This is an optimization exercise on Yosys and OpenROAD, whose aim is small area, not a production implementation.
The RTL was checked by simulation tests, not by an equivalence proof against the original design.
No activity file was given, so power comes from the tool's default toggle rates.

==> design/flow/design.v <==
package pdvl_pkg;
   localparam int CmdW     = 16;
   localparam int VelW     = 16;
   localparam int GainW    = 24;
   localparam int ScaleW   = 32;
   localparam int CsrIdxW  = 3;
   localparam int CsrDataW = 32;
endpackage
import pdvl_pkg::*;
module dual_axis_pd_velocity_loop (
   input  logic                   clock,
   input  logic                   reset,
   input  logic                   req_valid,
   output logic                   req_ready,
   input  logic [CmdW-1:0]        req_cmd_x,
   input  logic [CmdW-1:0]        req_cmd_y,
   input  logic [VelW-1:0]        req_vel_x,
   input  logic [VelW-1:0]        req_vel_y,
   output logic                   rsp_valid,
   input  logic                   rsp_ready,
   output logic [CmdW-1:0]        rsp_out_x,
   output logic [CmdW-1:0]        rsp_out_y,
   output logic                   rsp_clipped,
   input  logic                   csr_valid,
   output logic                   csr_ready,
   input  logic [CsrIdxW-1:0]     csr_index,
   input  logic [CsrDataW-1:0]    csr_data
);
   localparam int W = 26;
   typedef enum logic [2:0] {
      S_IDLE,    
      S_AW,      
      S_A0,      
      S_AI,      
      S_A1,      
      S_BI,      
      S_B,       
      S_O        
   } state_t;
   logic signed [GainW-1:0]  kp_x, kp_y, kd_x, kd_y;
   logic [ScaleW-1:0]        sc_x, sc_y;
   logic [4:0]               ph_x, ph_y;
   logic                     den;
   state_t                   st;
   logic                     axis, lap, first;
   logic [4:0]               g;
   logic [31:0]              ring;
   logic                     prev_ok;
   logic signed [W-1:0]      acc;
   logic                     ovf_e, brw;
   logic [CmdW-1:0]          rsp_x_q, rsp_y_q;
   logic                     clip_q, rsp_v_q;
   logic [CsrDataW-1:0] wdat;
   logic [7:0]          wld;
   assign csr_ready = 1'b1;
   assign wdat      = reset ? '0 : csr_data;
   always_comb begin
      for (int i = 0; i < 8; i++)
         wld[i] = reset | (csr_valid && csr_index == 3'(i));
   end
   always_ff @(posedge clock) begin
      if (wld[0]) kp_x <= wdat[GainW-1:0];
      if (wld[1]) kp_y <= wdat[GainW-1:0];
      if (wld[2]) kd_x <= wdat[GainW-1:0];
      if (wld[3]) kd_y <= wdat[GainW-1:0];
      if (wld[6]) den  <= reset | csr_data[0];
      sc_x <= wld[4] ? wdat : {sc_x[0], sc_x[ScaleW-1:1]};
      sc_y <= wld[5] ? wdat : {sc_y[0], sc_y[ScaleW-1:1]};
      ph_x <= wld[4] ? 5'd0 : ph_x + 5'd1;
      ph_y <= wld[5] ? 5'd0 : ph_y + 5'd1;
   end
   logic [4:0]              ph;
   logic                    sbit;
   logic signed [CmdW-1:0]  cmd, vel;
   logic signed [GainW-1:0] kp, kd;
   assign ph   = axis ? ph_y : ph_x;
   assign sbit = axis ? sc_y[0] : sc_x[0];
   assign cmd  = axis ? req_cmd_y : req_cmd_x;
   assign vel  = axis ? req_vel_y : req_vel_x;
   assign kp   = axis ? kp_y : kp_x;
   assign kd   = axis ? kd_y : kd_x;
   logic [3:0] j;
   logic       op_kd, ej, pj, dj, bnext, b16;
   assign j     = g[4:1];
   assign op_kd = (g[0] == axis);
   assign ej    = (ovf_e && !lap && j != 4'd15) ? ~rsp_y_q[15] : rsp_y_q[0];
   assign pj    = ring[0] & prev_ok;
   assign dj    = lap ? brw : (ej ^ pj ^ brw);
   assign bnext = (~ej & pj) | (~(ej ^ pj) & brw);
   assign b16   = ej ^ pj ^ bnext;
   logic signed [W-1:0] m, madd, sum;
   logic                en, neg, shift;
   always_comb begin
      m     = '0;
      en    = 1'b0;
      neg   = 1'b0;
      shift = 1'b0;
      case (st)
         S_A0: begin
            if (!ph[4]) begin
               m     = W'(vel);
               en    = sbit;
               neg   = 1'b1;
               shift = 1'b1;
            end else begin
               m  = W'(cmd);
               en = 1'b1;
            end
         end
         S_A1: begin
            m     = W'(vel);
            en    = sbit;
            neg   = (ph != 5'd31);
            shift = 1'b1;
         end
         S_B: begin
            if (lap && g[1]) begin
               m  = W'(cmd);
               en = 1'b1;
            end else if (op_kd) begin
               m   = W'(kd);
               en  = dj & den;
               neg = lap;
            end else begin
               m   = W'(kp);
               en  = ej;
               neg = lap;
            end
            shift = g[0] & !lap;
         end
         default: ;
      endcase
      madd = en ? (neg ? ~m : m) : '0;
      sum  = acc + madd + W'(en & neg);
   end
   logic        hi_same, ovf_a, ovf_o;
   logic [CmdW-1:0] osat;
   assign hi_same = (acc[W-1:15] == '0) || (acc[W-1:15] == '1);
   assign ovf_a   = (acc != {W{rsp_y_q[CmdW-1]}});
   assign ovf_o   = !hi_same;
   assign osat    = ovf_o ? {acc[W-1], {(CmdW-1){~acc[W-1]}}} : acc[CmdW-1:0];
   logic accept;
   assign accept    = (st == S_O) && axis;
   assign req_ready = accept;
   always_ff @(posedge clock) begin
      if (reset) begin
         st      <= S_IDLE;
         g       <= '0;
         rsp_v_q <= 1'b0;
         prev_ok <= 1'b0;
      end else begin
         g <= g + 5'd1;
         if (accept) rsp_v_q <= 1'b1;
         else if (rsp_ready) rsp_v_q <= 1'b0;
         if (accept && den) prev_ok <= 1'b1;
         case (st)
            S_IDLE: if (req_valid && !rsp_v_q) st <= S_AW;
            S_AW:   if (ph == 5'd31) st <= S_A0;
            S_A0:   if (ph == 5'd16) st <= S_AI;
            S_AI:   if (ph == 5'd15) st <= S_A1;
            S_A1:   if (ph == 5'd31) st <= S_BI;
            S_BI:   if (g == 5'd31) st <= S_B;
            S_B:    if (lap && g[1]) st <= S_O;
            default: st <= axis ? S_IDLE : S_AW;
         endcase
      end
   end
   always_ff @(posedge clock) begin
      if (st == S_IDLE) axis <= 1'b0;
      else if (st == S_O) axis <= 1'b1;
      if (st == S_BI) lap <= 1'b0;
      else if (st == S_B && g == 5'd31) lap <= 1'b1;
      first <= (st == S_A1);
      if (st == S_AW) acc <= W'(16'h7fff);
      else if (st == S_BI) acc <= W'(32'h8000);
      else if (shift) acc <= sum >>> 1;
      else acc <= sum;
      if (st == S_BI && first) ovf_e <= ovf_a;
      if (st == S_BI) brw <= 1'b0;
      else if (st == S_B && op_kd && !lap) brw <= (j == 4'd15) ? b16 : bnext;
      ring <= {(st == S_B && op_kd && !lap && den) ? ej : ring[0], ring[31:1]};
      if (st == S_O && !axis) rsp_x_q <= osat;
      if (st == S_A1) rsp_y_q <= {sum[0], rsp_y_q[CmdW-1:1]};
      else if (st == S_BI && first) rsp_y_q[CmdW-1] <= acc[W-1];
      else if (st == S_B && g[0] && !lap) rsp_y_q <= {rsp_y_q[CmdW-1], rsp_y_q[CmdW-1:1]};
      else if (accept) rsp_y_q <= osat;
      if (st == S_IDLE && !rsp_v_q) clip_q <= 1'b0;
      else if (st == S_BI && first) clip_q <= clip_q | ovf_a;
      else if (st == S_O) clip_q <= clip_q | ovf_o;
   end
   assign rsp_valid   = rsp_v_q;
   assign rsp_out_x   = rsp_x_q;
   assign rsp_out_y   = rsp_y_q;
   assign rsp_clipped = clip_q;
endmodule
==> design/flow/run.sh <==
#!/bin/bash
# synth_recipe.tcl (not shown) runs the flow's synth.tcl, then flattens the netlist and writes it again
# the make line also repeats each setting of config.mk as NAME=value (left out here)
make -C /OpenROAD-flow-scripts/flow DESIGN_CONFIG=/design/flow/config.mk WORK_HOME=/design/flow/orfs CLKGATE_MAP_FILE= SYNTH_SCRIPT=/design/flow/synth_recipe.tcl finish
==> design/flow/config.mk <==
export PLATFORM = sky130hd
export DESIGN_NAME = dual_axis_pd_velocity_loop
export DESIGN_NICKNAME = dual_axis_pd_velocity_loop
export VERILOG_FILES = /design/flow/design.v
export SDC_FILE = /design/flow/constraint.sdc
export NUM_CORES = 4
export LEC_CHECK = 0
export CAP_MARGIN = 20
export CORE_MARGIN = 2
export CORE_UTILIZATION = 40
export SLEW_MARGIN = 20
==> design/flow/constraint.sdc <==
create_clock -name core_clock -period 11.0 [get_ports {clock}]
set_input_delay 2.2000 -clock core_clock [delete_from_list [all_inputs] [get_ports {clock}]]
set_output_delay 2.2000 -clock core_clock [all_outputs]
set_load 0.01 [all_outputs]
==> impl_metrics.yaml, run 1 <==
global_route:
  grt.busiest_layer: "met2"
  grt_pass1_wl_um: 46900
  grt_max_degree: 83
  grt_overflow: 0
  grt_use_met2_pct: 28.4
  antenna_found_initial: 0
  first_global_vias: 8739
  grt_util_met3_pct: 2.93
  grt_util_met1_pct: 24.6
  grt_use_total_pct: 17.6
power_and_ir_drop:
  power_uw: 2420
  p_leak_uw: 0.00548
  vdd_drop_max_mv: 0.131
  pwr_density_cell_nw_per_um2: 157
synth:
  mappedNetlistNets: 1315
  yosysSeqAreaShare_pct: 54.2
  ys.warnings.count: 1
  yosysUniqueCellTypes: 72
  ys_async_sr_fraction_pct: 0
  syn_area_per_cell_um2: 10.7
  netlist_area_um2: 12600
  synthCells: 1179
  synthFlopType: "dfxtp_1"
  synth_edf_count: 130
  synth_seq_cells: 277
drt:
  drt_pass1_iterations: 4
  viasPerCell: 5.32
  wl_per_cell_um: 17.1
  drc: 0
  drt-total-wl_um: 29300
  via_count: 9139
  drt_iter0_drc: 651
  ant_nets: 0
clock_network:
  h-tree-depth: 1
  cts-resized-gates: 0
  clock_path_buffers: 3
  cts_hold_buf: 0
  clkLatencyLatePin_ns: 0.56
  cts_buffers: 29
  root_buffer: "clkbuf_16"
  cts_tree: "done"
  postCtsSetupBuffers: 0
  clkTransAtPathRegs_ns: 0.06
  clkSinkCount: 277
critical_path:
  critical_path.max_stage_delay_ns: 0.68
  worstSetupPathType: "flop to flop"
  critical_path_required_ns: 11.49
  slowest_stage: "buf_4"
  worstPathMaxFanout: 53
  cp_data_arrival_time_ns: 6.11
  cp-start-kind: "flop"
  endpoint_kind: "flop"
  cp_cell_sequence: "buf_4, mux2_4, a2bb2oi_4, o22ai_1, a21oi_1, xnor2_1, nand2_1, fa_1, fa_1, nor2b_1, o31a_1, o21a_1, o2111ai_2, a2111o_1, nand3_1, or3b_1, a21oi_1"
die:
  fp.dieH_um: 182
  core_um2: 31300
  ios: 140
  initial_utilization_pct: 40.4
  die-area_um2: 33000
  rows: 65
  die_x_um: 182
timing:
  relSlewSlack_pct: 27.0
  final.setup.tns_ns: 0
  finalClockSkew_ns: 0.00849
  holdWs_ns: 0.324
  slew_viol_final: 0
  finalSetupViolCount: 0
  period_minus_slack_ns: 5.62
  rsz0062_at_grt: "false"
  max_freq_ghz: 0.178
  post-route-period-util_pct: 51.1
  tightest_slew_ns: 1.09
  hold_viol: 0
  timing.final.ws_setup_ns: 5.38
place:
  routabilityCongestion: 0.931
  port_buffers: 138
  place_ws_ns: 4.80
  dp.final_hpwl_um: 20500
layout:
  areaGrowthSynthToFinish_pct: 22.2
  final_nets: 1429
  antenna_cells: 0
  layout-drive-gt1-share_pct: 10.6
min_path:
  min_path_type: "flop to flop"
run:
  cap_violations: 0
outcome:
  run_status: "finished clean"
-- state kept, by name, summed over array words and instances (netlist names), 3 cells and up --
register,count
sc_y,32
ph_y,5
g,5
kd_x,24
kd_y,24
kp_x,24
rsp_x_q,16
rsp_y_q,16
acc,26
kp_y,24
st,3
ph_x,5
ring,32
sc_x,32
-- power by group --
part	leakage, µW	total [µW]	internal (µW)	switching, µW
clock network	0.000524	1080	664	414
logic	0.00252	189	95.2	94.3
registers	0.00243	1150	1130	17.7
-- metrics by stage --
| stage | std cells | utilization (%) | instance area [µm²] |
|---|---|---|---|
| floorplan | 1179 | - | 12600 |
| global placement | 1662 | 45.8 | 14300 |
| detailed placement | 1663 | 45.8 | 14400 |
| CTS | 1717 | 49.3 | 15400 |
| global route | 1718 | 49.3 | 15400 |
| finish | 1718 | 49.3 | 15400 |
-- cells in the mapped netlist, types with 15 or more instances --
cell / number / area share, %
nand2_1: 201 / 6.0
dfxtp_1: 147 / 23
a21oi_1: 130 / 5.1
edfxtp_1: 130 / 31
nor2_1: 59 / 1.8
clkbuf_1: 47 / 1.4
mux2i_1: 35 / 2.8
nor2b_1: 34 / 1.7
nor3_1: 32 / 1.3
ha_1: 28 / 2.8
nand3_1: 26 / 1.0
a21o_1: 25 / 1.5
o21ai_0: 25 / 0.99
xnor2_1: 25 / 1.7
mux4_2: 24 / 4.3
mux2_2: 18 / 1.6
inv_1: 16 / 0.48
o22ai_1: 15 / 0.74
-- worst paths after layout --
check / depth (start not counted) / to / slack [ns] / start
min: 0 / ring[1] / 0.32 / ring[2]
min reg2reg: 0 / ring[1] / 0.32 / ring[2]
max: 17 / acc[21] / 5.38 / axis
max reg2reg: 17 / acc[21] / 5.38 / axis
-- routing by layer --
layer  share of wire, %  vias up  wire (µm)
met1                 46     4348      13600
met2                 46      232      13500
met4                2.7        0        782
li1                   -     4509          -
met3                4.9       50       1430
met5                  0        -          0
-- cells in the final DEF, fill, tap and decap left out, types with 25 or more instances in the layout --
cell type        count
nand2_1            200
dfxtp_1            145
clkdlybuf4s50_1    137
edfxtp_1           130
a21oi_1            129
nor2_1              58
mux2i_1             35
nor2b_1             34
clkbuf_16           32
nor3_1              30
ha_1                28
nand3_1             26
xnor2_1             25
a21o_1              25
o21ai_0             25
-- critical path, delay by kind of cell, from the launching register on --
family	cells	cell delay (ns)
adders and majority gates	2	0.88
DFF	1	0.53
muxes	1	0.40
xor gates and xnor gates	1	0.14
AOI/OAI and AO/OA	8	2.16
buffers and inverters	1	0.68
and+or+nand+nor	4	0.72
-- kinds of logic after synthesis --
logic type | count (synthesis) | share of synthesized area, %
and+or+nand+nor | 397 | 14.3
other | 1 | 0.0297
muxes | 80 | 8.97
DFF | 277 | 54.2
adders and majority gates | 32 | 3.41
buffers and inverters | 84 | 2.77
AOI/OAI and AO/OA | 271 | 13.8
xor gates and xnor gates | 37 | 2.56
-- layout make-up --
type                            instances  area, µm²
Tap cell                              402        503
Multi-Input combinational cell        818       5470
Sequential cell                       277       6850
Inverter                               16       60.1
Clock inverter                         15        224
Timing Repair Buffer                  151       1490
Fill cell                            2823      15900
Clock buffer                           39        851
==> run 2, diff against run 1 <==
--- a/design/flow/design.v
+++ b/design/flow/design.v
@@ -44,3 +44,3 @@
    state_t                   st;
-   logic                     axis, lap, first;
+   logic                     axis, lap;
    logic [4:0]               g;
@@ -73,10 +73,4 @@
    logic                    sbit;
-   logic signed [CmdW-1:0]  cmd, vel;
-   logic signed [GainW-1:0] kp, kd;
    assign ph   = axis ? ph_y : ph_x;
    assign sbit = axis ? sc_y[0] : sc_x[0];
-   assign cmd  = axis ? req_cmd_y : req_cmd_x;
-   assign vel  = axis ? req_vel_y : req_vel_x;
-   assign kp   = axis ? kp_y : kp_x;
-   assign kd   = axis ? kd_y : kd_x;
    logic [3:0] j;
@@ -90,7 +84,10 @@
    assign b16   = ej ^ pj ^ bnext;
-   logic signed [W-1:0] m, madd, sum;
-   logic                en, neg, shift;
+   logic signed [W-1:0] madd, sum;
+   logic [W:0]          cy;
+   logic                s_vel, s_cmd, s_kp, s_kd, neg, shift;
    always_comb begin
-      m     = '0;
-      en    = 1'b0;
+      s_vel = 1'b0;
+      s_cmd = 1'b0;
+      s_kp  = 1'b0;
+      s_kd  = 1'b0;
       neg   = 1'b0;
@@ -100,4 +97,3 @@
             if (!ph[4]) begin
-               m     = W'(vel);
-               en    = sbit;
+               s_vel = sbit;
                neg   = 1'b1;
@@ -105,4 +101,3 @@
             end else begin
-               m  = W'(cmd);
-               en = 1'b1;
+               s_cmd = 1'b1;
             end
@@ -110,4 +105,3 @@
          S_A1: begin
-            m     = W'(vel);
-            en    = sbit;
+            s_vel = sbit;
             neg   = (ph != 5'd31);
@@ -117,12 +111,9 @@
             if (lap && g[1]) begin
-               m  = W'(cmd);
-               en = 1'b1;
+               s_cmd = 1'b1;
             end else if (op_kd) begin
-               m   = W'(kd);
-               en  = dj & den;
-               neg = lap;
+               s_kd = dj & den;
+               neg  = lap;
             end else begin
-               m   = W'(kp);
-               en  = ej;
-               neg = lap;
+               s_kp = ej;
+               neg  = lap;
             end
@@ -132,4 +123,29 @@
       endcase
-      madd = en ? (neg ? ~m : m) : '0;
-      sum  = acc + madd + W'(en & neg);
+   end
+   logic sx_vel, sx_cmd, sx_kp, sx_kd, sy_vel, sy_cmd, sy_kp, sy_kd;
+   logic signed [W-1:0] vx_w, vy_w, cx_w, cy_w, kpx_w, kpy_w, kdx_w, kdy_w;
+   assign sx_vel = s_vel & !axis;
+   assign sy_vel = s_vel &  axis;
+   assign sx_cmd = s_cmd & !axis;
+   assign sy_cmd = s_cmd &  axis;
+   assign sx_kp  = s_kp  & !axis;
+   assign sy_kp  = s_kp  &  axis;
+   assign sx_kd  = s_kd  & !axis;
+   assign sy_kd  = s_kd  &  axis;
+   assign vx_w   = {{(W-CmdW){req_vel_x[CmdW-1]}}, req_vel_x};
+   assign vy_w   = {{(W-CmdW){req_vel_y[CmdW-1]}}, req_vel_y};
+   assign cx_w   = {{(W-CmdW){req_cmd_x[CmdW-1]}}, req_cmd_x};
+   assign cy_w   = {{(W-CmdW){req_cmd_y[CmdW-1]}}, req_cmd_y};
+   assign kpx_w  = W'(kp_x);
+   assign kpy_w  = W'(kp_y);
+   assign kdx_w  = W'(kd_x);
+   assign kdy_w  = W'(kd_y);
+   assign madd = (({W{sx_vel}} & vx_w)  | ({W{sy_vel}} & vy_w)  |
+                  ({W{sx_cmd}} & cx_w)  | ({W{sy_cmd}} & cy_w)  |
+                  ({W{sx_kp}}  & kpx_w) | ({W{sy_kp}}  & kpy_w) |
+                  ({W{sx_kd}}  & kdx_w) | ({W{sy_kd}}  & kdy_w)) ^ {W{neg}};
+   assign cy[0] = neg;
+   for (genvar i = 0; i < W; i++) begin : g_add
+      assign sum[i]   = acc[i] ^ madd[i] ^ cy[i];
+      assign cy[i+1]  = (acc[i] & madd[i]) | (acc[i] & cy[i]) | (madd[i] & cy[i]);
    end
@@ -138,3 +154,3 @@
    assign hi_same = (acc[W-1:15] == '0) || (acc[W-1:15] == '1);
-   assign ovf_a   = (acc != {W{rsp_y_q[CmdW-1]}});
+   assign ovf_a   = (acc[CmdW-1:0] != {CmdW{rsp_y_q[CmdW-1]}});
    assign ovf_o   = !hi_same;
@@ -171,4 +187,3 @@
       if (st == S_BI) lap <= 1'b0;
-      else if (st == S_B && g == 5'd31) lap <= 1'b1;
-      first <= (st == S_A1);
+      else if (st == S_A1 || (st == S_B && g == 5'd31)) lap <= 1'b1;
       if (st == S_AW) acc <= W'(16'h7fff);
@@ -177,3 +192,3 @@
       else acc <= sum;
-      if (st == S_BI && first) ovf_e <= ovf_a;
+      if (st == S_BI && lap) ovf_e <= ovf_a;
       if (st == S_BI) brw <= 1'b0;
@@ -183,3 +198,3 @@
       if (st == S_A1) rsp_y_q <= {sum[0], rsp_y_q[CmdW-1:1]};
-      else if (st == S_BI && first) rsp_y_q[CmdW-1] <= acc[W-1];
+      else if (st == S_BI && lap) rsp_y_q[CmdW-1] <= acc[W-1];
       else if (st == S_B && g[0] && !lap) rsp_y_q <= {rsp_y_q[CmdW-1], rsp_y_q[CmdW-1:1]};
@@ -187,3 +202,3 @@
       if (st == S_IDLE && !rsp_v_q) clip_q <= 1'b0;
-      else if (st == S_BI && first) clip_q <= clip_q | ovf_a;
+      else if (st == S_BI && lap) clip_q <= clip_q | ovf_a;
       else if (st == S_O) clip_q <= clip_q | ovf_o;
==> design/flow/flow/run.sh (new file) <==
#!/bin/bash
# Layout flow: the standard ORFS flow (standard.sh), with three changes:
#  - synthesis is synth_recipe.tcl with ABC's script swapped for an
#    area-oriented one (flow/synth_area.tcl, flow/area.abc);
#  - port buffers use sky130_fd_sc_hd__buf_1 (every port still gets a buffer);
#  - the clock tree uses sky130_fd_sc_hd__clkbuf_8, clusters up to 16 sinks
#    within 80 um per buffer and adds no dummy loads, so it needs fewer and
#    smaller buffers.
# make's full output goes to flow_make.log; ORFS keeps each step's log under
# orfs/logs/.
set -euo pipefail
export FLOW_WORK="$PWD"
bash standard.sh \
   "SYNTH_SCRIPT=$PWD/flow/synth_area.tcl" \
   "BUFFER_PORTS_ARGS=-buffer_cell sky130_fd_sc_hd__buf_1" \
   "CTS_ARGS=-sink_clustering_enable -repair_clock_nets -dont_use_dummy_load -sink_clustering_size 16 -sink_clustering_max_diameter 80 -buf_list sky130_fd_sc_hd__clkbuf_8" \
   finish > flow_make.log 2>&1
==> design/flow/flow/area.abc (new file) <==
strash
&get -n
&fraig -x
&put
dc2
strash
&get -n
&dch -f
&nf -R 1000
&put
==> design/flow/flow/synth_area.tcl (new file) <==
# The standard synthesis (synth_recipe.tcl, sourced unchanged), with one
# change: ABC maps the combinational logic with an area-oriented script
# (area.abc) instead of ORFS's speed script. Flip-flops are mapped before ABC
# runs, so the registers are the standard synthesis's.
proc abc {args} {
  set i [lsearch $args -script]
  if {$i >= 0} {
    lset args [expr {$i + 1}] [file join $::env(FLOW_WORK) flow area.abc]
  }
  yosys abc {*}$args
}
source [file join $::env(FLOW_WORK) synth_recipe.tcl]
==> design/flow/standard.sh (new file) <==
#!/bin/bash
# synth_recipe.tcl (not shown) runs the flow's synth.tcl, then flattens the netlist and writes it again
# the make line also repeats each setting of config.mk as NAME=value (left out here)
make -C /OpenROAD-flow-scripts/flow DESIGN_CONFIG=/design/flow/config.mk WORK_HOME=/design/flow/orfs CLKGATE_MAP_FILE= SYNTH_SCRIPT=/design/flow/synth_recipe.tcl "${@:-finish}"
removed: design/flow/run.sh
==> impl_metrics.yaml, run 2 <==
drt:
  viasPerCell: 5.44
  drc: 0
  drt_pass1_iterations: 9
  via_count: 7207
  drt-total-wl_um: 25200
  ant_nets: 0
  drt_iter0_drc: 774
  wl_per_cell_um: 19.0
synth:
  synth.most_common_cell: "dfxtp_1"
  synthFlopType: "dfxtp_1"
  yosysUniqueCellTypes: 43
  synthCells: 795
  synth_area_leaders: "edfxtp_1 (36%), dfxtp_1 (27%), a22o_1 (5.3%)"
  syn_area_per_cell_um2: 13.6
  mappedNetlistNets: 934
  yosysTopAreaCellShare_pct: 36.2
  ys_async_sr_fraction_pct: 0
  netlist_area_um2: 10800
  ys.warnings.count: 1
  synth_seq_cells: 276
  synth_edf_count: 130
  synth_area_leader_cell: "edfxtp_1"
  yosysSeqAreaShare_pct: 63.3
  ys_top_cells_by_count: "dfxtp_1 (146), edfxtp_1 (130), a22o_1 (65)"
layout:
  layout.cells.most_common: "dfxtp_1"
  areaGrowthSynthToFinish_pct: 14.8
  layout-drive-gt1-share_pct: 8.73
  reg_top3: "ring x32, sc_x x32, sc_y x32"
  final_nets: 1126
  final_cell_mix: "dfxtp_1 (145), buf_1 (137), edfxtp_1 (130)"
  utilization_pct: 46.3
  antenna_cells: 0
critical_path:
  cp-startpoint: "req_cmd_x[0]"
  critical_path.max_stage_delay_ns: 0.43
  cp_data_arrival_time_ns: 11.01
  worstSetupPathType: "primary input to flop"
  path_delay_family: "adder cells"
  reg2reg_depth: 41
  critical_path_depth: 35
  cp-start-kind: "primary input"
  critical_path_required_ns: 11.46
  rr_startpoint: "g[3]"
  worstPathMaxFanout: 2
  r2r_end: "acc[24]"
  crit_top_cell: "fa_2"
  worst-path-buf-inv: 4
  cp-endpoint: "acc[24]"
  rrSetupSlack_ns: 0.52
  endpoint_kind: "flop"
  slowest_stage: "fa_1"
power_and_ir_drop:
  vdd_drop_max_mv: 0.0870
  pwr_density_cell_nw_per_um2: 222
  p_leak_uw: 0.00449
run:
  cap_violations: 0
global_route:
  grt_use_met2_pct: 28.6
  grt.busiest_layer: "met2"
  first_global_vias: 7062
  grt_pass1_wl_um: 39700
  grt_max_degree: 54
  antenna_found_initial: 0
  grt_util_met1_pct: 25.8
  grt_use_total_pct: 17.7
  grt_util_met3_pct: 2.05
  grt_overflow: 0
place:
  dp.final_hpwl_um: 17400
  routabilityCongestion: 0.848
  port_buffers: 138
  place_ws_ns: -0.481
timing:
  post-route-period-util_pct: 95.9
  finalSetupViolCount: 0
  finalClockSkew_ns: 0.0437
  tightest_slew_ns: 0.877
  hold_viol: 0
  max_freq_ghz: 0.0948
  timing.final.ws_setup_ns: 0.452
  slew_viol_final: 0
  relSlewSlack_pct: 41.3
  period_minus_slack_ns: 10.55
  rsz0062_at_grt: "false"
die:
  core_um2: 26700
  initial_utilization_pct: 40.3
  rows: 60
  die_x_um: 168
  die-area_um2: 28300
  ios: 140
  fp.dieH_um: 168
clock_network:
  root_buffer: "clkbuf_8"
  clkSinkCount: 276
  clock_path_buffers: 3
  cts_buffers: 21
  clkLatencyLatePin_ns: 0.55
  h-tree-depth: 1
  cts_hold_buf: 0
  clkTransAtPathRegs_ns: 0.11
  cts_tree: "done"
min_path:
  min_path_cells: 0
  min_path_type: "flop to flop"
outcome:
  run_status: "finished clean"
==> run 2: cell types whose count changed after synthesis, moves of 31 or more <==
cell,before,now
a22o_1,0,65
a222oi_1,0,31
clkbuf_1,47,0
nand2_1,201,50
a21oi_1,130,29
nor2_1,59,24
==> run 2: timing repair <==
item                                    in CTS  in global routing
gates resized for setup                      1                 16
pin swaps                                    0                  5
setup buffers                                0                  2
endpoints found under the setup margin       2                  4
==> run 2: layout make-up <==
| class | instances | area (µm²) |
|---|---|---|
| fill | 2457 | 14400 |
| sequential | 276 | 6830 |
| timing repair buffer | 171 | 767 |
| multi-input combinational | 493 | 3970 |
| tap | 341 | 427 |
| inverter | 24 | 90.1 |
| clock buffer | 21 | 289 |
==> run 2: per-layer routing <==
| layer | up-vias | share of wire [%] |
|---|---|---|
| li1 | 3453 | - |
| met1 | 3475 | 47 |
| met2 | 246 | 46 |
| met3 | 33 | 5.0 |
| met4 | 0 | 1.8 |
| met5 | - | 0 |
==> run 2: cells by family (layout without fill, tap and decap cells) <==
kind of cell / after synthesis / in the layout / synth area share [%]
mux: 35 / 35 / 3.46
buf+inv: 26 / 216 / 0.940
compound gates: 228 / 228 / 16.5
other cells: 1 / 1 / 0.0348
simple gates: 166 / 166 / 7.60
fa+ha+maj: 35 / 35 / 5.87
flops: 276 / 276 / 63.3
xor+xnor: 28 / 28 / 2.27
==> run 2: power by group <==
| part | internal [µW] | switching [µW] | leakage (µW) | total (µW) |
|---|---|---|---|---|
| sequential | 1230 | 104 | 0.00243 | 1340 |
| clock | 172 | 306 | 0.000151 | 478 |
| combinational | 422 | 510 | 0.00191 | 932 |
==> run 2: worst min-delay path by stage <==
stage	startpoint	to	slack (ns)
floorplan	ring[1]	ring[0]	0.31
global placement	ring[25]	ring[24]	0.31
detailed placement	ring[10]	ring[9]	0.31
CTS	ring[22]	ring[21]	0.33
global route	ring[22]	ring[21]	0.33
finish	ring[22]	ring[21]	0.33
==> run 2: stage by stage <==
step,setup TNS [ns],instance area (µm²),power (µW),hold slack (ns),instances
4_1_cts,0,12300,2750,0.331,1324
6_report,0,12400,2750,0.327,1326
3_3_place_gp,-1.09,12000,2260,0.312,1303
2_1_floorplan,0,10800,2020,0.310,795
5_1_grt,0,12400,2950,0.332,1326
3_5_place_dp,-1.65,12000,2280,0.313,1303
==> run 3, diff against run 2 <==
--- a/design/flow/design.v
+++ b/design/flow/design.v
@@ -197,5 +197,5 @@
       if (st == S_O && !axis) rsp_x_q <= osat;
-      if (st == S_A1) rsp_y_q <= {sum[0], rsp_y_q[CmdW-1:1]};
+      if (st == S_A1 || (st == S_B && g[0] && !lap))
+         rsp_y_q <= {(st == S_A1) ? sum[0] : rsp_y_q[CmdW-1], rsp_y_q[CmdW-1:1]};
       else if (st == S_BI && lap) rsp_y_q[CmdW-1] <= acc[W-1];
-      else if (st == S_B && g[0] && !lap) rsp_y_q <= {rsp_y_q[CmdW-1], rsp_y_q[CmdW-1:1]};
       else if (accept) rsp_y_q <= osat;
--- a/design/flow/config.mk
+++ b/design/flow/config.mk
@@ -9,3 +9,4 @@
 export CORE_MARGIN = 2
-export CORE_UTILIZATION = 40
+export CORE_UTILIZATION = 70
+export PLACE_DENSITY = 0.85
 export SLEW_MARGIN = 20
==> impl_metrics.yaml, run 3 <==
synth:
  synth_area_leaders: "edfxtp_1 (36%), dfxtp_1 (27%), a22o_1 (5.3%)"
  synth_seq_cells: 276
  ys_async_sr_fraction_pct: 0
  yosysSeqAreaShare_pct: 63.4
  synth.most_common_cell: "dfxtp_1"
  synth_area_leader_cell: "edfxtp_1"
  yosysUniqueCellTypes: 43
  netlist_area_um2: 10800
  ys_top_cells_by_count: "dfxtp_1 (146), edfxtp_1 (130), a22o_1 (65)"
  ys.warnings.count: 1
  synthCells: 793
  synthFlopType: "dfxtp_1"
  synth_edf_count: 130
  mappedNetlistNets: 932
  yosysTopAreaCellShare_pct: 36.3
  syn_area_per_cell_um2: 13.6
run:
  cap_violations: 0
clock_network:
  root_buffer: "clkbuf_8"
  h-tree-depth: 1
  clkTransAtPathRegs_ns: 0.10
  clkLatencyLatePin_ns: 0.53
  cts_buffers: 21
  clkSinkCount: 276
  cts_hold_buf: 0
  postCtsSetupBuffers: 0
  clock_path_buffers: 3
  cts_tree: "done"
layout:
  reg_top3: "ring x32, sc_x x32, sc_y x32"
  layout-drive-gt1-share_pct: 9.10
  final_cell_mix: "dfxtp_1 (145), buf_1 (137), edfxtp_1 (130)"
  final_nets: 1119
  antenna_cells: 0
  nFillCells: 871
  areaGrowthSynthToFinish_pct: 12.9
  utilization_pct: 80.5
  instances_no_fill: 1166
  layout.cells.most_common: "dfxtp_1"
global_route:
  grt_pass1_wl_um: 38600
  antenna_found_initial: 0
  grt_max_degree: 55
  grt_use_total_pct: 30.4
  grt_overflow: 0
  first_global_vias: 7400
timing:
  finalClockSkew_ns: 0.0396
  finalSetupViolCount: 0
  max_freq_ghz: 0.0949
  period_minus_slack_ns: 10.53
  post-route-period-util_pct: 95.8
  slew_viol_final: 0
  hold_viol: 0
  tightest_slew_ns: 0.880
  relSlewSlack_pct: 41.0
drt:
  via_count: 7533
  drt_iter0_drc: 1059
  ant_nets: 0
  drt_pass1_iterations: 6
  drc: 0
  wl_per_cell_um: 21.2
  drt-total-wl_um: 24700
  viasPerCell: 6.46
min_path:
  min_from: "ring[7]"
  min_path_type: "flop to flop"
outcome:
  run_status: "finished clean"
critical_path:
  cp-start-kind: "primary input"
  cp-startpoint: "req_vel_y[1]"
  cp_data_arrival_time_ns: 10.99
  rr_startpoint: "st[0]"
  worstSetupPathType: "primary input to flop"
  worstPathMaxFanout: 2
  endpoint_kind: "flop"
  slowest_stage: "fa_1"
  critical_path.max_stage_delay_ns: 0.44
  crit_top_cell: "fa_2"
  critical_path_required_ns: 11.46
die:
  rows: 45
  initial_utilization_pct: 71.3
  fp.dieH_um: 128
  die-area_um2: 16400
  ios: 140
  core_um2: 15100
  die_x_um: 128
power_and_ir_drop:
  power_frac_clock_pct: 16.7
  vdd_drop_max_mv: 0.118
  pwr_density_cell_nw_per_um2: 228
  p_seq_share_pct: 48.3
  p_leak_uw: 0.00445
  p_int_uw: 1840
  switchingPower_uw: 933
  switching_share_pct: 33.6
  combPwrFrac_pct: 35.0
place:
  dp.cells: 1145
  port_buffers: 138
  dp.final_hpwl_um: 17700
  routabilityCongestion: 0.945
-- run 3: changes by cell type in the layout (fill, tap and decap cells not counted), sizes merged, moves of 2 or more --
cell	before	now
clkinv	23	21
a22oi	4	7
nor2	24	21
and3	8	5
nand2	50	56
nand2b	4	1
and2	2	4
a211oi	2	5
a221o	5	3
buf	170	165
-- run 3: cell type report --
| class | instances | area (µm²) | area share (%) |
|---|---|---|---|
| clock buffer | 21 | 289 | 2.38 |
| inverter | 22 | 82.6 | 0.680 |
| multi-input combinational | 493 | 3990 | 32.8 |
| sequential | 276 | 6830 | 56.2 |
| tap | 188 | 235 | 1.94 |
| timing repair buffer | 166 | 729 | 6.00 |
-- run 3: timing repair --
action	CTS	global route
gates resized for setup	1	22
setup endpoints to repair	1	5
pin swaps	0	9
-- run 3: cells by family (layout without fill, tap and decap cells) --
kind of cell             Yosys count  in the layout  share of synthesized area (%)
multiplexers                      35             35                           3.46
other                              1              1                         0.0348
adder cells (fa/ha/maj)           35             35                           5.88
flip-flops                       276            276                           63.4
AO/OA/AOI/OAI                    228            228                           16.5
buffers and inverters             24            209                          0.872
AND/OR/NAND/NOR                  165            165                           7.49
XOR/XNOR                          29             29                           2.36
-- run 3: worst paths after layout --
path | slack (ns) | cells past startpoint | end
max | 0.47 | 33 | acc[23]
max reg2reg | 0.50 | 38 | acc[23]
min reg2reg | 0.33 | 0 | ring[6]
min | 0.33 | 0 | ring[6]
-- run 3: power by group through the flow --
stage | logic, µW | registers, µW | clock network, µW
2_1_floorplan | 679 | 1340 | 0
3_3_place_gp | 856 | 1350 | 0
3_5_place_dp | 920 | 1360 | 0
4_1_cts | 927 | 1340 | 469
5_1_grt | 1090 | 1350 | 505
6_report | 969 | 1340 | 464
-- run 3: worst max-delay path, delay by kind of cell --
family | cells | cell delay (ns)
fa+ha+maj | 24 | 7.45
simple gates | 1 | 0.13
xor+xnor | 1 | 0.17
buf+inv | 3 | 0.19
compound gates | 4 | 0.86
-- run 3: per-stage QoR --
stage                     cell area (µm²)  setup TNS (ns)  power (µW)  setup WS, ns  hold WS, ns
final                               12200               0        2770         0.467        0.334
after global placement              11800           -1.14        2210        -0.354        0.315
after floorplan                     10800               0        2020       0.00227        0.310
after detailed placement            11800           -1.62        2280        -0.474        0.313
after CTS                           12100               0        2730        0.0335        0.334
after global routing                12200         -0.0613        2950       -0.0424        0.339
-- run 3: metal layers --
| metal | share of wire, % | track usage, % | up-vias |
|---|---|---|---|
| li1 | - | - | 3442 |
| met1 | 41 | 42.8 | 3627 |
| met2 | 48 | 50.5 | 405 |
| met3 | 8.6 | 4.05 | 59 |
| met4 | 2.5 | 8.86 | 0 |
| met5 | 0 | 0 | - |
==> run 4, diff against run 3 <==
--- a/design/flow/design.v
+++ b/design/flow/design.v
@@ -52,20 +52,32 @@
    logic                     clip_q, rsp_v_q;
-   logic [CsrDataW-1:0] wdat;
    logic [7:0]          wld;
+   logic [3:0]          vld;    
+   logic                ldx, ldy, kpx, kpy;
    assign csr_ready = 1'b1;
-   assign wdat      = reset ? '0 : csr_data;
+   assign ldx = wld[4] & !reset;
+   assign ldy = wld[5] & !reset;
+   assign kpx = !wld[4] & !reset;
+   assign kpy = !wld[5] & !reset;
    always_comb begin
       for (int i = 0; i < 8; i++)
-         wld[i] = reset | (csr_valid && csr_index == 3'(i));
+         wld[i] = csr_valid && csr_index == 3'(i);
    end
    always_ff @(posedge clock) begin
-      if (wld[0]) kp_x <= wdat[GainW-1:0];
-      if (wld[1]) kp_y <= wdat[GainW-1:0];
-      if (wld[2]) kd_x <= wdat[GainW-1:0];
-      if (wld[3]) kd_y <= wdat[GainW-1:0];
-      if (wld[6]) den  <= reset | csr_data[0];
-      sc_x <= wld[4] ? wdat : {sc_x[0], sc_x[ScaleW-1:1]};
-      sc_y <= wld[5] ? wdat : {sc_y[0], sc_y[ScaleW-1:1]};
-      ph_x <= wld[4] ? 5'd0 : ph_x + 5'd1;
-      ph_y <= wld[5] ? 5'd0 : ph_y + 5'd1;
+      if (wld[0]) kp_x <= csr_data[GainW-1:0];
+      if (wld[1]) kp_y <= csr_data[GainW-1:0];
+      if (wld[2]) kd_x <= csr_data[GainW-1:0];
+      if (wld[3]) kd_y <= csr_data[GainW-1:0];
+      sc_x <= ({ScaleW{ldx}} & csr_data) | ({ScaleW{kpx}} & {sc_x[0], sc_x[ScaleW-1:1]});
+      sc_y <= ({ScaleW{ldy}} & csr_data) | ({ScaleW{kpy}} & {sc_y[0], sc_y[ScaleW-1:1]});
+      if (reset) begin
+         vld  <= '0;
+         den  <= 1'b1;
+         ph_x <= 5'd0;
+         ph_y <= 5'd0;
+      end else begin
+         vld  <= vld | wld[3:0];
+         if (wld[6]) den <= csr_data[0];
+         ph_x <= wld[4] ? 5'd0 : ph_x + 5'd1;
+         ph_y <= wld[5] ? 5'd0 : ph_y + 5'd1;
+      end
    end
@@ -130,6 +142,6 @@
    assign sy_cmd = s_cmd &  axis;
-   assign sx_kp  = s_kp  & !axis;
-   assign sy_kp  = s_kp  &  axis;
-   assign sx_kd  = s_kd  & !axis;
-   assign sy_kd  = s_kd  &  axis;
+   assign sx_kp  = s_kp  & !axis & vld[0];
+   assign sy_kp  = s_kp  &  axis & vld[1];
+   assign sx_kd  = s_kd  & !axis & vld[2];
+   assign sy_kd  = s_kd  &  axis & vld[3];
    assign vx_w   = {{(W-CmdW){req_vel_x[CmdW-1]}}, req_vel_x};
==> impl_metrics.yaml, run 4 <==
global_route:
  first_global_vias: 7779
  grt_use_total_pct: 31.2
  grt_util_met3_pct: 4.67
  grt.busiest_layer: "met2"
  grt_use_met2_pct: 51.4
  antenna_found_initial: 0
  grt_pass1_wl_um: 39600
  grt_util_met1_pct: 41.9
  grt_overflow: 0
  grt_max_degree: 38
drt:
  ant_nets: 0
  via_count: 7615
  viasPerCell: 6.62
  drt-total-wl_um: 25200
  wl_per_cell_um: 22.0
  drc: 0
  drt_pass1_iterations: 7
  drt_iter0_drc: 932
layout:
  areaGrowthSynthToFinish_pct: 13.2
  utilization_pct: 80.3
  final_nets: 1103
  layout-drive-gt1-share_pct: 10.3
  multi_input_area_um2: 3880
  antenna_cells: 0
  final_cell_mix: "dfxtp_1 (148), buf_1 (138), edfxtp_1 (129)"
  fin_area_um2: 12100
  nFillCells: 885
  reg_top3: "ring x32, sc_x x32, sc_y x32"
  layout.cells.most_common: "dfxtp_1"
  regArea_um2: 6900
place:
  routabilityCongestion: 0.907
  place_area_um2: 11700
  dp.final_hpwl_um: 17300
  port_buffers: 138
timing:
  relSlewSlack_pct: 30.3
  slew_viol_final: 0
  max_freq_ghz: 0.0945
  post-route-period-util_pct: 96.3
  final.setup.tns_ns: 0
  holdWs_ns: 0.333
  finalSetupViolCount: 0
  period_minus_slack_ns: 10.59
  tightest_slew_ns: 1.05
  hold_viol: 0
  finalClockSkew_ns: 0.0256
synth:
  synth_edf_count: 129
  mappedNetlistNets: 914
  synth.most_common_cell: "dfxtp_1"
  synth_area_leaders: "edfxtp_1 (36%), dfxtp_1 (28%), a22o_1 (5.3%)"
  ys_top_cells_by_count: "dfxtp_1 (151), edfxtp_1 (129), a22o_1 (65)"
  yosysTopAreaCellShare_pct: 36.2
  ys_async_sr_fraction_pct: 0
  yosysSeqAreaShare_pct: 64.4
  synth_area_leader_cell: "edfxtp_1"
  synthFlopType: "dfxtp_1"
  synthCells: 775
  synth_seq_cells: 280
  netlist_area_um2: 10700
  syn_area_per_cell_um2: 13.8
  yosysUniqueCellTypes: 45
  ys.warnings.count: 1
outcome:
  run_status: "finished clean"
die:
  fp.dieH_um: 128
  ios: 140
  die-area_um2: 16300
  die_x_um: 128
  core_um2: 15100
  initial_utilization_pct: 70.9
  rows: 45
power_and_ir_drop:
  p_leak_uw: 0.00431
  vdd_drop_max_mv: 0.122
  pwr_density_cell_nw_per_um2: 231
critical_path:
  worstSetupPathType: "flop to flop"
  critical_path.max_stage_delay_ns: 0.47
  cp_data_arrival_time_ns: 10.97
  cp-start-kind: "flop"
  endpoint_kind: "flop"
  slowest_stage: "fa_1"
  worstPathMaxFanout: 3
  crit_top_cell: "fa_2"
  critical_path_required_ns: 11.38
clock_network:
  cts_buffers: 21
  clkTransAtPathRegs_ns: 0.09
  h-tree-depth: 1
  cts_tree: "done"
  clkSinkCount: 280
  clock_path_buffers: 3
  cts_hold_buf: 0
  root_buffer: "clkbuf_8"
  clkLatencyLatePin_ns: 0.55
min_path:
  min_path_type: "flop to flop"
run:
  cap_violations: 0
run 4: path summary, 6_finish.rpt:
kind / from / to / slack [ns] / depth (start not counted)
max: g[2] / acc[24] / 0.41 / 43
min: ring[28] / ring[27] / 0.33 / 0
max reg2reg: g[2] / acc[24] / 0.41 / 43
min reg2reg: ring[28] / ring[27] / 0.33 / 0
run 4: power by group:
part / leakage, µW / switching [µW] / total, µW / internal, µW
clock network: 0.000151 / 296 / 468 / 172
registers: 0.00240 / 104 / 1330 / 1230
logic: 0.00176 / 547 / 998 / 450
total: 0.00431 / 948 / 2800 / 1850
run 4: repair_timing:
action	CTS	global route
gates cloned	0	0
pin swaps	1	32
setup endpoints to repair	3	5
endpoints found under the hold margin	0	0
setup buffers	2	1
resized for setup	9	18
run 4: logic make-up after synthesis:
family | count (synthesis) | share of synthesized area (%)
buf+inv | 20 | 0.736
mux | 37 | 3.67
fa+ha+maj | 35 | 5.91
simple gates | 149 | 6.84
other cells | 1 | 0.0350
flops | 280 | 64.4
xor+xnor | 27 | 2.21
compound gates | 226 | 16.2
run 4: worst max-delay path, delay by kind of cell (launching register included):
family                     cells  cell delay [ns]
buffers and inverters          5             0.50
xor gates and xnor gates       2             0.36
muxes                          1             0.21
adders and majority gates     25             7.46
and+or+nand+nor                5             0.81
AOI/OAI and AO/OA              5             0.76
DFF                            1             0.34
run 4: layout make-up:
cell class              instances  area share [%]
clock buffers                  21            2.38
inverters                      18           0.558
multi-input cells             475            32.0
flip-flops and latches        280            56.9
well taps                     188            1.94
repair buffers                168            6.13
run 4: metrics by stage:
step                      setup WS (ns)  power, µW  instances
after floorplan                 0.00187       2020        775
after global placement           -0.282       2220       1126
after detailed placement         -0.426       2280       1126
after CTS                        0.0296       2750       1149
after global routing            -0.0616       2970       1150
final                             0.412       2800       1150
run 4: per-layer routing:
layer	vias to the layer above	wire, µm
li1	3391	-
met1	3707	10000
met2	444	12200
met3	73	2200
met4	0	775
met5	-	0
==> run 5, diff against run 4 <==
==> design/flow/flow/area.abc (replaced) <==
strash
&get -n
&fraig -x
&put
dc2
strash
&get -n
&dch -f
&nf -R 1000
&put
strash
&get -n
&dch -f
&nf -R 1000
&put
==> impl_metrics.yaml, run 5 <==
synth:
  synth_seq_cells: 280
  yosysSeqAreaShare_pct: 64.6
  synth_edf_count: 129
  netlist_area_um2: 10700
  ys.warnings.count: 1
  mappedNetlistNets: 911
  syn_area_per_cell_um2: 13.8
  synth_area_leaders: "edfxtp_1 (36%), dfxtp_1 (28%), a22o_1 (5.3%)"
  ys_top_cells_by_count: "dfxtp_1 (151), edfxtp_1 (129), a22o_1 (64)"
  yosysTopAreaCellShare_pct: 36.3
  ys_async_sr_fraction_pct: 0
  synth.most_common_cell: "dfxtp_1"
  synth_area_leader_cell: "edfxtp_1"
  yosysUniqueCellTypes: 44
  synthFlopType: "dfxtp_1"
  synthCells: 772
drt:
  drt_pass1_iterations: 10
  drt_iter0_drc: 959
  drt-total-wl_um: 24700
  drc: 0
  via_count: 7523
  wl_per_cell_um: 21.6
  ant_nets: 0
  viasPerCell: 6.57
clock_network:
  cts_tree: "done"
  postCtsSetupBuffers: 0
  root_buffer: "clkbuf_8"
  h-tree-depth: 1
  clock_path_buffers: 3
  cts_buffers: 21
  clkTransAtPathRegs_ns: 0.10
  clkSinkCount: 280
  clkLatencyLatePin_ns: 0.55
power_and_ir_drop:
  p_seq_share_pct: 48.4
  p_int_uw: 1810
  switchingPower_uw: 914
  pwr_density_cell_nw_per_um2: 226
  power_frac_clock_pct: 17.3
  switching_share_pct: 33.5
  p_leak_uw: 0.00433
  combPwrFrac_pct: 34.3
  vdd_drop_max_mv: 0.139
critical_path:
  crit_top_cell: "fa_2"
  rrSetupSlack_ns: 0.41
  slowest_stage: "fa_1"
  endpoint_kind: "flop"
  cp_data_arrival_time_ns: 11.01
  critical_path_required_ns: 11.42
  worstSetupPathType: "flop to flop"
  worstPathMaxFanout: 4
  critical_path.max_stage_delay_ns: 0.48
  cp-start-kind: "flop"
place:
  routabilityCongestion: 0.937
  port_buffers: 138
  dp.final_hpwl_um: 16900
  place_area_um2: 11700
timing:
  slew_viol_final: 0
  hold_viol: 0
  tightest_slew_ns: 0.918
  final.setup.tns_ns: 0
  relSlewSlack_pct: 38.6
  finalSetupViolCount: 0
  max_freq_ghz: 0.0945
  period_minus_slack_ns: 10.59
  finalClockSkew_ns: 0.0486
  post-route-period-util_pct: 96.2
layout:
  final_nets: 1098
  fin_area_um2: 12100
  layout-drive-gt1-share_pct: 9.93
  utilization_pct: 80.3
  layout.cells.most_common: "dfxtp_1"
  nFillCells: 881
  reg_top3: "ring x32, sc_x x32, sc_y x32"
  antenna_cells: 0
  final_cell_mix: "dfxtp_1 (150), buf_1 (138), edfxtp_1 (129)"
  areaGrowthSynthToFinish_pct: 13.1
outcome:
  run_status: "finished clean"
global_route:
  grt_use_total_pct: 30.6
  antenna_found_initial: 0
  grt_use_met2_pct: 50.0
  first_global_vias: 7391
  grt_max_degree: 38
  grt_util_met3_pct: 4.48
  grt_util_met1_pct: 42.7
  grt_overflow: 0
  grt_pass1_wl_um: 38900
  grt.busiest_layer: "met2"
die:
  fp.dieH_um: 127
  die_x_um: 127
  core_um2: 15000
  die-area_um2: 16200
  ios: 140
  initial_utilization_pct: 71.0
  rows: 45
run:
  cap_violations: 0
min_path:
  min_path_type: "flop to flop"
-- run 5: logic make-up after synthesis --
kind of cell / after synthesis / share of synthesized area (%)
flops: 280 / 64.6
simple gates: 146 / 6.57
buf+inv: 22 / 0.809
xor+xnor: 27 / 2.22
mux: 34 / 3.39
fa+ha+maj: 35 / 5.93
other cells: 1 / 0.0351
compound gates: 227 / 16.4
-- run 5: what timing repair did --
| action | in CTS | in global routing |
|---|---|---|
| hold buffers | 0 | 0 |
| resized for setup | 2 | 24 |
| endpoints found under the hold margin | 0 | 0 |
| setup endpoints to repair | 1 | 4 |
| pin swaps | 0 | 3 |
-- run 5: metrics by stage --
step	total power, µW	worst slack, ns	instances	hold WS [ns]
global placement	2180	-0.287	1124	0.311
floorplan	1990	0.0497	772	0.310
CTS	2690	0.0243	1145	0.334
detailed placement	2230	-0.366	1124	0.312
finish	2730	0.413	1145	0.330
global route	2890	-0.00276	1145	0.342
-- run 5: area by class of cell --
type                       count  area, µm²  area share, %
sequential                   280       6900           57.1
multi-input combinational    470       3850           31.9
inverter                      20       75.1          0.622
tap                          188        235           1.95
timing repair buffer         166        728           6.03
clock buffer                  21        289           2.39
-- run 5: critical path: cells and delay by family, from the launching register on --
kind | cells | cell delay, ns
xor+xnor | 1 | 0.18
flops | 1 | 0.34
compound gates | 6 | 1.17
simple gates | 4 | 0.73
fa+ha+maj | 25 | 7.89
buf+inv | 2 | 0.17
-- run 5: worst paths after layout --
check / start / end / cells past startpoint
hold reg to reg: ring[21] / ring[20] / 0
setup / recovery: g[3] / acc[24] / 38
hold / removal: ring[21] / ring[20] / 0
setup reg to reg: g[3] / acc[24] / 38
-- run 5: power groups by stage --
stage               logic (µW)  registers [µW]  clock network [µW]
detailed placement         887            1340                   0
global route              1050            1340                 510
CTS                        896            1320                 474
finish                     936            1320                 471
global placement           840            1330                   0
floorplan                  663            1320                   0
-- run 5: layer usage --
metal  up-vias  routed length, µm
met1      3656              10100
met3        55               2030
met4         0                701
met2       431              11800
met5         -                  0
li1       3381                  -

==> port drivers added, routing unchanged <==
The flow's constraints put no driver on any port. The routed layouts listed below were extracted and timed again, unchanged, in two steps.
Step 1 assumes that a clkbuf_16 drives the clock port and a buf_2 every other input.
Step 2 moves the port delays by t, midway between the first and last clock arrival at a register: inputs arrive t later, outputs are due t later. That takes back most of the time a late clock gives input paths.
Slacks: no drivers / after step 1 / after step 2; pairs: no drivers / after step 1.
| run | t (ns) | setup slack, ns | hold slack, ns | latest minus earliest clock arrival (ns) | worst slew at a driven data input, ns |
|---|---|---|---|---|---|
| run 1 | 0.604 | 5.378 / 5.378 / 4.796 | 0.324 / 0.324 / 0.324 | 0.013 / 0.014 | 0.05 |
| run 2 | 0.571 | 0.452 / 0.468 / -0.103 | 0.327 / 0.327 / 0.327 | 0.044 / 0.044 | 0.04 |
| run 3 | 0.549 | 0.467 / 0.484 / -0.065 | 0.334 / 0.334 / 0.334 | 0.049 / 0.049 | 0.06 |
| run 4 | 0.575 | 0.412 / 0.412 / 0.015 | 0.333 / 0.333 / 0.333 | 0.026 / 0.025 | 0.06 |
| run 5 | 0.559 | 0.413 / 0.413 / -0.115 | 0.330 / 0.330 / 0.330 | 0.049 / 0.049 | 0.04 |
Met with ideal ports but missed after step 2: setup timing in run 2, run 3 and run 5. For run 1, which loses most, drivers alone change the setup slack by 0.000 ns; drivers and shift together by -0.582 ns.
